This is an optimization exercise on Yosys and OpenROAD, whose aim is small area and a short achievable clock period, not a production implementation.
Only simulation tests tie the RTL to the original design; equivalence was not proved.
No run shown here takes its clock network from TritonCTS; it comes from the design's own scripts or RTL.
The clock input has no modelled driver; a real chip could not lean on it and would need a root buffer or a full tree.
Power is estimated from default activity; no workload was simulated.

==> flow/design.v, too long to show whole: its modules and the start of the top module <==
// module g_ao22: 3 lines
// module g_aoi21: 3 lines
// module g_inv: 3 lines
// module g_nand2: 3 lines
// module g_nand2b: 3 lines
// module g_nor2: 3 lines
// module g_oai21: 3 lines
// module g_xnor2: 3 lines
// module g_xor2: 3 lines
// module doubling_adder_top: 1759 lines
module doubling_adder_top (
  input  logic                  clk,
  input  logic                  arst_n,
  input  logic                  in_valid,
  input  logic [64-1:0] a,
  input  logic [64-1:0] b,
  input  logic                  cin,
  output logic [64:0]   sum,
  output logic                  out_valid
);
  // ...
==> flow/flow/run.sh <==
#!/bin/bash
# Layout flow: the standard flow (standard.sh, unchanged synthesis) with
#  - the port buffers of buffer_ports set to the smallest buffer, which
#    repair_timing then sizes up where timing needs it (every port still gets
#    its own buffer);
#  - a small balanced clock tree (cts_tree.tcl) in place of TritonCTS: the clock
#    port drives four clock inverters, each driving two leaf clock inverters,
#    each leaf driving an eighth of the flip-flops (two inversions on every
#    path, so each acts as a buffer).
set -euo pipefail
HERE=$(cd "$(dirname "$0")" && pwd)
bash standard.sh finish BUFFER_PORTS_ARGS="-buffer_cell sky130_fd_sc_hd__buf_1" \
  PRE_CTS_TCL="$HERE/cts_tree.tcl" CTS_TOP_BUFS=4 CTS_LEAF_BUFS=2 \
  CTS_TOP_CELL=sky130_fd_sc_hd__clkinv_2 CTS_LEAF_CELL=sky130_fd_sc_hd__clkinv_8 \
  > standard_flow.log 2>&1
==> flow/flow/cts_tree.tcl <==
# Sourced by ORFS cts.tcl before it builds the clock tree (PRE_CTS_TCL).
# Replaces clock_tree_synthesis with a small balanced tree: the clock port
# drives CTS_TOP_BUFS cells, each of which drives CTS_LEAF_BUFS leaf cells (or
# the flip-flops directly when CTS_LEAF_BUFS is 0). The cells may be buffers or
# inverters; with inverters both levels invert, so every flip-flop still sees
# the clock's rising edge through two inversions, like a buffer. The flip-flops are split
# into groups of equal size by position (halves in x, then halves in y, ...),
# one group per leaf buffer, placed at the group's centre. Every flip-flop sees
# the same number and type of buffers, with no deliberate skew.
set ::cts_top  [expr {[info exists ::env(CTS_TOP_BUFS)]  ? $::env(CTS_TOP_BUFS)  : 4}]
set ::cts_leaf [expr {[info exists ::env(CTS_LEAF_BUFS)] ? $::env(CTS_LEAF_BUFS) : 2}]
set ::cts_top_cell  [expr {[info exists ::env(CTS_TOP_CELL)]  ? $::env(CTS_TOP_CELL)  : "sky130_fd_sc_hd__clkbuf_8"}]
set ::cts_leaf_cell [expr {[info exists ::env(CTS_LEAF_CELL)] ? $::env(CTS_LEAF_CELL) : "sky130_fd_sc_hd__clkbuf_16"}]

# items: list of {object x y}; split into n groups (n a power of two) of equal
# size by recursive bisection at the median, alternating between x and y.
proc cts_tree_split {items n axis} {
  if {$n <= 1} { return [list $items] }
  set idx [expr {$axis eq "x" ? 1 : 2}]
  set sorted [lsort -real -index $idx $items]
  set half [expr {[llength $sorted] / 2}]
  set other [expr {$axis eq "x" ? "y" : "x"}]
  return [concat [cts_tree_split [lrange $sorted 0 [expr {$half - 1}]] [expr {$n / 2}] $other] \
                 [cts_tree_split [lrange $sorted $half end] [expr {$n / 2}] $other]]
}

# Creates a buffer of cell $cell named $name driving the iterms of $items from
# net $in_net, placed at the centre of the items; returns {iterm x y} of its input.
proc cts_tree_buffer {name cell in_net items} {
  set block [ord::get_db_block]
  set master [[ord::get_db] findMaster $cell]
  set inst [odb::dbInst_create $block $master $name]
  set net [odb::dbNet_create $block "net_$name"]
  $net setSigType CLOCK
  set sx 0; set sy 0
  foreach item $items {
    lassign $item it x y
    $it disconnect
    $it connect $net
    set sx [expr {$sx + $x}]; set sy [expr {$sy + $y}]
  }
  set n [llength $items]
  set cx [expr {int($sx / $n)}]
  set cy [expr {int($sy / $n)}]
  $inst setLocation [expr {$cx - [$master getWidth] / 2}] [expr {$cy - [$master getHeight] / 2}]
  $inst setPlacementStatus PLACED
  set a [$inst findITerm A]
  $a connect $in_net
  foreach it [$inst getITerms] {
    if {[$it isOutputSignal]} { $it connect $net }
  }
  puts "cts_tree: $name ($cell) drives $n loads at ($cx, $cy)"
  return [list $a $cx $cy]
}

proc clock_tree_synthesis {args} {
  puts "cts_tree: $::cts_top x $::cts_top_cell, each driving $::cts_leaf x $::cts_leaf_cell (replaces clock_tree_synthesis $args)"
  set block [ord::get_db_block]
  set clk_net [$block findNet clk]
  set items {}
  foreach it [$clk_net getITerms] {
    set inst [$it getInst]
    lassign [$inst getLocation] x y
    set m [$inst getMaster]
    lappend items [list $it [expr {$x + [$m getWidth] / 2}] [expr {$y + [$m getHeight] / 2}]]
  }
  set t 0
  foreach top_group [cts_tree_split $items $::cts_top x] {
    if {$::cts_leaf > 0} {
      set leaves {}
      set l 0
      foreach leaf_group [cts_tree_split $top_group $::cts_leaf [expr {$::cts_top % 2 ? "x" : "y"}]] {
        set tmp [odb::dbNet_create $block "net_tmp_${t}_$l"]
        lappend leaves [cts_tree_buffer "clkbuf_leaf_${t}_$l" $::cts_leaf_cell $tmp $leaf_group]
        incr l
      }
      set top_in [cts_tree_buffer "clkbuf_top_$t" $::cts_top_cell $clk_net $leaves]
      foreach l [$block getNets] { if {[string match "net_tmp_*" [$l getName]] && [llength [$l getITerms]] == 0} { odb::dbNet_destroy $l } }
    } else {
      cts_tree_buffer "clkbuf_top_$t" $::cts_top_cell $clk_net $top_group
    }
    incr t
  }
  $clk_net setSigType CLOCK
  set_propagated_clock [all_clocks]
}
==> flow/standard.sh <==
#!/bin/bash
# synth_recipe.tcl (not shown) runs the flow's synth.tcl, then flattens the netlist and writes it again
# the make line also repeats each setting of config.mk as NAME=value (left out here)
make -C /OpenROAD-flow-scripts/flow DESIGN_CONFIG=/design/flow/config.mk WORK_HOME=/design/flow/orfs CLKGATE_MAP_FILE= SYNTH_SCRIPT=/design/flow/synth_recipe.tcl "${@:-finish}"
==> flow/config.mk <==
export PLATFORM = sky130hd
export DESIGN_NAME = doubling_adder_top
export DESIGN_NICKNAME = doubling_adder_top
export VERILOG_FILES = /design/flow/design.v
export SDC_FILE = /design/flow/constraint.sdc
export NUM_CORES = 4
export LEC_CHECK = 0
export CAP_MARGIN = 20
export CORE_MARGIN = 2
export CORE_UTILIZATION = 65
export HOLD_SLACK_MARGIN = 0.05
export PLACE_DENSITY = 0.72
export SETUP_SLACK_MARGIN = 1.72
export SLEW_MARGIN = 20
export SYNTH_HIERARCHICAL = 1
export SYNTH_MINIMUM_KEEP_SIZE = 0
export TNS_END_PERCENT = 10
==> flow/constraint.sdc <==
create_clock -name core_clock -period 3.2 [get_ports {clk}]
set_input_delay 0.6400 -clock core_clock [delete_from_list [all_inputs] [get_ports {clk}]]
set_output_delay 0.6400 -clock core_clock [all_outputs]
set_load 0.01 [all_outputs]
==> run notes, run 1 <==
outcome=timing/DRC/antenna clean; Die Span X=115 um; sequential power=2.45 mW; PortBufs=197; fraction of area in multi-input gates=0.503; RePlAce Congestion=0.912; standard-cell row count=40; Fillers=951; pre-CTS WS=1.29 ns; area delta synth->final=14.6%; Worst-Skew Late Latency=0.26 ns; element type at the critical path end=flip-flop; Crit path max-delay family=compound AO/OA/AOI/OAI gates; nets=1280; pwr dens=500 nW/um^2; DR top layer=met4; Leakage=3.74 nW; global routing met3 resource utilization=0.0353; Synth Net Count=1064; unrepaired setup endpoints after global routing=yes; first drt pass iteration count=5; Clock Power Share=0.161; Seq/Total Area, Yosys=0.412; GRT Resource Usage Total=0.256; fin cells=1293; R2R cell count=5; fraction of area in registers=0.360; cells after synthesis=932
==> run 2: changes to the inputs <==
--- a/flow/config.mk
+++ b/flow/config.mk
@@ -16,2 +16,2 @@
 export SYNTH_MINIMUM_KEEP_SIZE = 0
-export TNS_END_PERCENT = 10
+export TNS_END_PERCENT = 40
==> run 2 against run 1 <==
Clock power increased by 0.7%. Via count down 0.64%. Setup slack got worse by 0.019 ns. Synthesized cell count did not move. Synthesized area unchanged. Die area stayed put. Power increased by 0.55%. Still clean. Clock skew is 0.011 ns higher. Sequential power about the same. Sequential cell count unchanged.
==> run notes, run 2 <==
outcome=timing/DRC/antenna clean; Synth cell types=12; die height=115 um; area of the multi-input gates=4670 sq um; top post-synthesis cells by area=dfrtp_1 21%, dfxtp_1 18%, xor2_1 11%; Int Pwr=2.96 mW; Net Sw Frac=0.360; die area=13200 sq um; Top reg by flops=sum; DRC viols=0; Psw=1.66 mW; Yosys Warn Count=7; top-area cell type share of the netlist area=0.209; Antenna diodes=0; cells after synthesis=932 (unchanged); first drt pass iteration count=5 (unchanged); Reg-to-Reg Start=gn_q[0]; Placed Instances=1283; Logic pwr share=0.307; synthesized area per cell=8.61 sq um; # hold bufs at CTS=0; nets=1284 (+0.31%); Top FF cell, synth=dfxtp_1; most frequent cell after synthesis=nand2_1; Yosys reg bits=146; EDFF count, synth=0; max-slew violations=0; Worst R2R End=sum[64]; post-route ant nets=0; Slew headroom=0.614; Worst EP required=2.56 ns; vias in the first global route=6116; Die Span X=115 um (unchanged); Regs by FF count=sum (65), s_q (64), gn_q (8); routed wire length=16900 um; most frequent cells in the layout=192 x buf_1, 157 x nand2_1, 138 x nor2_1; Clock Power Share=0.161 (about the same); Crit Path Class=reg -> out; Via density=5.26; Synth top cells by count=157 x nand2_1, 139 x nor2_1, 105 x xor2_1; area leader, netlist=dfrtp_1; worst path cell trace=buf_1; pwr dens=498 nW/um^2 (-0.30%); HPWL after DPL=13000 um; standard-cell row count=40 (unchanged); Vias=6828; reg2reg setup slack=1.73 ns; largest stage delay on the critical path=0.38 ns; RePlAce Congestion=0.881 (-3.4%); Fmax achieved=671 MHz; Iteration-0 DRC Markers=322; buffers plus inverters on the worst setup path=1; Clock Skews=0.0208 ns; GRT Resource Usage Total=0.245 (-0.0111); most common cell after layout, fill and taps aside=buf_1; Fin. Hold Viols=0; min-delay worst type=in -> async; Crit path max-delay family=flip-flops; R2R cell count=5 (unchanged); Max-Cap Viols=0; unrepaired setup endpoints after global routing=yes; pre-CTS WS=1.29 ns (+0.00289 ns); PortBufs=197 (unchanged); TNS Setup=0 ns; initial antenna violation count=0; largest net degree at the start of global routing=67; element type at the critical path end=primary output; fin cells=1297 (+0.31%); Leakage=3.77 nW (+0.90%); Final WS setup=1.71 ns; CP max stage cell=dfrtp_1; number of cells on the critical path=1; wire length of the first global-routing pass=27000 um; Reg area=3310 sq um; Seq pwr share=0.532; worst slew pin tran=0.580 ns; core area=12000 sq um; total gr overflow=0; Crit path arrival time=0.85 ns; Final period util=0.466; startpoint types=flip-flop; Worst-Skew Late Latency=0.27 ns (about the same); post-synthesis async set-or-reset flop share=0.514; share of cells above drive strength 1=0.0870; area delta synth->final=15.5%; Syn Std Cell Area=8020 sq um; wire per inst=13.0 um; I/O Pins=198; maximum fanout along the worst path=2; Seq/Total Area, Yosys=0.412 (unchanged); Fillers=928 (-2.4%); maximum vdd drop=0.220 mV; Setup violations, final=0; Synth Net Count=1064 (unchanged); post-layout minimum cycle time=1.49 ns; Starting Density=0.668; max reg flops=65; post-layout util=0.772; Tot Pwr=4.62 mW; Clock Pin Slew Worst Setup and Hold Paths=0.08 ns
-- run 2: cell counts after synthesis --
No cell type changed its count.
-- run 2: modules after synthesis (local to each module, per instance), a selection --
module / cells inside / times used / flip-flops and latches / area [sq um]
g_nand2b: 1 / 63 / 0 / 6.26
g_xor2: 1 / 105 / 0 / 8.76
g_nor2: 1 / 139 / 0 / 3.75
doubling_adder_top: 146 / 1 / 146 / 3310
g_xnor2: 1 / 72 / 0 / 8.76
g_nand2: 1 / 157 / 0 / 3.75
g_oai21: 1 / 100 / 0 / 5.00
g_ao22: 1 / 65 / 0 / 8.76
g_aoi21: 1 / 54 / 0 / 8.76
-- run 2: routing by layer --
metal	GRT usage	vias up	wire [um]	share of wire
li1	-	3532	-	-
met1	0.313	3138	7430	0.44
met2	0.445	140	8410	0.50
met3	0.0369	18	787	0.047
met4	0.0418	0	226	0.013
met5	0	-	0	0
-- run 2: layout make-up --
class	count	share of cell area
Timing Repair Buffer	206	0.0898
Multi-Input combinational cell	755	0.504
Sequential cell	146	0.357
Tap cell	147	0.0198
Inverter	43	0.0294
-- run 2: stage by stage --
step | hold WS [ns] | area (sq um)
5_1_grt | 0.382 | 9270
3_5_place_dp | 0.444 | 9010
3_3_place_gp | 0.436 | 9010
2_1_floorplan | 0.344 | 8030
4_1_cts | 0.370 | 9180
6_report | 0.356 | 9270
-- run 2: worst max-delay path by stage --
stage	from	end	slack, ns
after global placement	b[0]	s_q[6]	1.32
after floorplan	valid_q	sum[16]	1.07
after global routing	gn_q[0]	sum[64]	1.68
final	sum[26]	sum[26]	1.71
after CTS	gn_q[0]	sum[37]	1.69
after detailed placement	b[0]	s_q[6]	1.29
-- run 2: power groups by stage --
stage	sequential (mW)	clock, mW	combinational [mW]
6_report	2.45	0.743	1.42
5_1_grt	2.49	0.836	1.58
4_1_cts	2.45	0.753	1.41
3_5_place_dp	2.48	0	1.40
3_3_place_gp	2.48	0	1.37
2_1_floorplan	2.53	0	0.850
-- run 2: logic make-up (layout without fill, tap and decap cells) --
kind of cell	count (synthesis)	in the layout	share of synthesized area
AOI/OAI and AO/OA	219	219	0.192
buffers and inverters	31	249	0.0145
and+or+nand+nor	359	359	0.188
DFF	146	146	0.412
xor gates and xnor gates	177	177	0.193
-- run 2: timing repair --
item | 4_1_cts | 5_1_grt
setup buffers | 0 | 2
pin swaps | 0 | 7
endpoints found under the setup margin | 51 | 71
gates resized for setup | 6 | 21
endpoints found under the hold margin | 0 | 0
==> run 3: changes to the inputs <==
--- a/flow/config.mk
+++ b/flow/config.mk
@@ -16,2 +16 @@
 export SYNTH_MINIMUM_KEEP_SIZE = 0
-export TNS_END_PERCENT = 40
==> run 3 against run 2 <==
Maximum frequency increased by 2.4%. Routed wire length is 2.4% higher. Register-to-register slack improved by 0.05 ns. Still clean on timing, DRC and antenna. Global-route usage increased by 0.81 points. Largest cell class unchanged. Power increased by 0.90%. Combinational power increased by 3%. Highest routed layer unchanged. Critical path depth unchanged. Via count up 1.4%. Synthesized area is the same. Final cell count is 0.31% higher. Synthesized cell count is the same.
==> run notes, run 3 <==
Synth top cells by count=157 x nand2_1, 139 x nor2_1, 105 x xor2_1; Fillers=893 (-3.8%); Syn Std Cell Area=8020 sq um (unchanged); routed wire length=17300 um (+2.4%); post-layout minimum cycle time=1.46 ns (-0.0347 ns); Synth Net Count=1064 (unchanged); min-delay worst type=in -> async; number of cells on the critical path=1 (unchanged); pwr dens=498 nW/um^2 (about the same); cells after synthesis=932 (unchanged); Regs by FF count=sum (65), s_q (64), gn_q (8); die height=115 um (unchanged); worst path cell trace=clkbuf_2; most frequent cells in the layout=167 x buf_1, 157 x nand2_1, 136 x nor2_1; worst slew pin tran=0.623 ns (+0.0435 ns); Yosys reg bits=146 (unchanged); Antenna diodes=0 (unchanged); Worst-Skew Late Latency=0.27 ns (about the same); die area=13200 sq um (unchanged); top-area cell type share of the netlist area=0.209 (unchanged); fin cells=1301 (+0.31%); unrepaired setup endpoints after global routing=yes; Reg area=3310 sq um (unchanged); Clock Pin Slew Worst Setup and Hold Paths=0.08 ns (about the same); Yosys Warn Count=7 (unchanged); RePlAce Congestion=0.884 (+0.42%); max-slew violations=0 (unchanged); startpoint types=flip-flop; Tot Pwr=4.66 mW (+0.90%); synthesized area per cell=8.61 sq um (unchanged); top post-synthesis cells by area=dfrtp_1 21%, dfxtp_1 18%, xor2_1 11%; GRT Resource Usage Total=0.253 (+0.00809); Crit Path Class=reg -> out; max reg flops=65 (unchanged); PortBufs=197 (unchanged); Final period util=0.455 (-0.0108); area leader, netlist=dfrtp_1; Setup violations, final=0 (unchanged); R2R cell count=6 (+1); post-synthesis async set-or-reset flop share=0.514 (unchanged); final instance area=9350 sq um (+0.84%); nets=1288 (+0.31%); Fmax achieved=687 MHz (+2.4%); Top FF cell, synth=dfxtp_1; DRC viols=0 (unchanged); element type at the critical path end=primary output; standard-cell row count=40 (unchanged); maximum vdd drop=0.208 mV (-5.6%); Top reg by flops=sum; Vias=6927 (+1.4%); initial antenna violation count=0 (unchanged); share of cells above drive strength 1=0.118 (+0.0309); wire length of the first global-routing pass=28200 um (+4.4%); Synth cell types=12 (unchanged); CP max stage cell=dfrtp_1; Slew headroom=0.585 (-0.0290); wire per inst=13.3 um (+2.1%); total gr overflow=0 (unchanged); buffers plus inverters on the worst setup path=1 (unchanged); largest stage delay on the critical path=0.41 ns (+0.03 ns); area delta synth->final=16.5%; area of the multi-input gates=4690 sq um (+0.46%); largest net degree at the start of global routing=67 (unchanged); Leakage=3.87 nW (+2.6%); most frequent cell after synthesis=nand2_1; vias in the first global route=6443 (+5.3%); Crit path max-delay family=flip-flops; core area=12000 sq um (unchanged); outcome=timing/DRC/antenna clean; EDFF count, synth=0 (unchanged); most common cell after layout, fill and taps aside=buf_1; Iteration-0 DRC Markers=387 (+20%); first drt pass iteration count=4 (-1); Clock Skews=0.0157 ns (-0.00509 ns); # hold bufs at CTS=0 (unchanged); post-route ant nets=0 (unchanged); Max-Cap Viols=0 (unchanged); Starting Density=0.668 (unchanged); Crit path arrival time=0.82 ns (-0.03 ns); maximum fanout along the worst path=2 (unchanged); DP Area=9020 sq um (about the same); Fin. Hold Viols=0 (unchanged); I/O Pins=198 (unchanged); Via density=5.32 (+1.1%); TNS Setup=0 ns (unchanged); Die Span X=115 um (unchanged); Worst EP required=2.56 ns (about the same); Hold WS=0.396 ns (+0.0398 ns); Placed Instances=1281 (-0.16%); Seq/Total Area, Yosys=0.412 (unchanged); HPWL after DPL=13300 um (+1.8%)
-- run 3: metrics by stage --
stage | setup slack, ns | utilization
finish | 1.74 | 0.778
global route | 1.63 | 0.778
CTS | 1.72 | 0.767
detailed placement | 1.33 | 0.751
global placement | 1.37 | 0.751
floorplan | 1.07 | -
-- run 3: path summary, 6_finish.rpt --
kind	end	from	slack, ns
max	sum[17]	sum[17]	1.74
min	sum[44]	arst_n	0.40
max reg2reg	sum[52]	gn_q[0]	1.78
min reg2reg	sum[5]	s_q[5]	0.46
max in group asynchronous	gn_q[2]	arst_n	2.09
min in group core_clock	sum[5]	s_q[5]	0.46
-- run 3: Yosys stat by module (local to each module, per instance) --
module / cells inside / times used / flops+latches
g_xor2: 1 / 105 / 0
doubling_adder_top: 146 / 1 / 146
g_xnor2: 1 / 72 / 0
g_aoi21: 1 / 54 / 0
g_nand2: 1 / 157 / 0
g_nand2b: 1 / 63 / 0
g_nor2: 1 / 139 / 0
g_ao22: 1 / 65 / 0
g_oai21: 1 / 100 / 0
g_inv: 1 / 31 / 0
-- run 3: kinds of logic (layout without fill, tap and decap cells) --
family | after synthesis | after routing | share of synthesized area
simple gates | 359 | 359 | 0.188
compound gates | 219 | 219 | 0.192
xor+xnor | 177 | 177 | 0.193
flops | 146 | 146 | 0.412
buf+inv | 31 | 253 | 0.0145
-- run 3: final cells by class --
| type | instances | share of cell area |
|---|---|---|
| Multi-Input combinational cell | 755 | 0.502 |
| Sequential cell | 146 | 0.354 |
| Timing Repair Buffer | 209 | 0.0945 |
| Inverter | 43 | 0.0289 |
| Tap cell | 147 | 0.0197 |
| Timing Repair inverter | 1 | 0.000803 |
-- run 3: per-layer routing --
metal,vias up,part of all wire,global-route usage
li1,3548,-,-
met1,3168,0.43,0.326
met2,182,0.49,0.460
met3,29,0.055,0.0343
met4,0,0.017,0.0434
met5,-,0,0
-- run 3: repair_timing --
item,4_1_cts,5_1_grt
setup endpoints to repair,59,73
gates cloned,1,0
resized for setup,8,45
setup buffers,1,6
pin swaps,1,6
-- run 3: power breakdown --
group	total (mW)	switching, mW	leakage (nW)	internal [mW]
registers	2.45	0.234	1.49	2.22
clock network	0.744	0.634	0.0708	0.110
logic	1.46	0.802	2.31	0.659
total	4.66	1.67	3.87	2.99

port drivers added, routing unchanged:
No port has a modelled driver above. Below, the same layouts with a new extraction and two added sets of constraints.
Step 1 (the two cells are an assumption about what drives the block):
set clk [get_ports {clk}]
set_driving_cell -lib_cell sky130_fd_sc_hd__clkbuf_16 $clk
set_driving_cell -lib_cell sky130_fd_sc_hd__buf_2 [delete_from_list [all_inputs] $clk]
Step 2 also shifts input and output timing later by t, the mid clock arrival at the registers, as if the neighbouring blocks saw the same clock.
a / b / c = ideal ports / drivers / drivers and shift; a / b = the first two.
| run | t (ns) | slack for setup (ns) | hold WS [ns] |
|---|---|---|---|
| run 1 | 0.338 | 1.728 / 1.654 / 1.448 | 0.460 / 0.408 / 0.460 |
| run 2 | 0.338 | 1.709 / 1.633 / 1.457 | 0.356 / 0.307 / 0.460 |
| run 3 | 0.335 | 1.743 / 1.668 / 1.470 | 0.396 / 0.351 / 0.459 |
After both steps setup and hold are still met in every run listed. The setup slack of run 1, which loses most, moves by -0.074 ns with the drivers and by -0.280 ns with both steps.
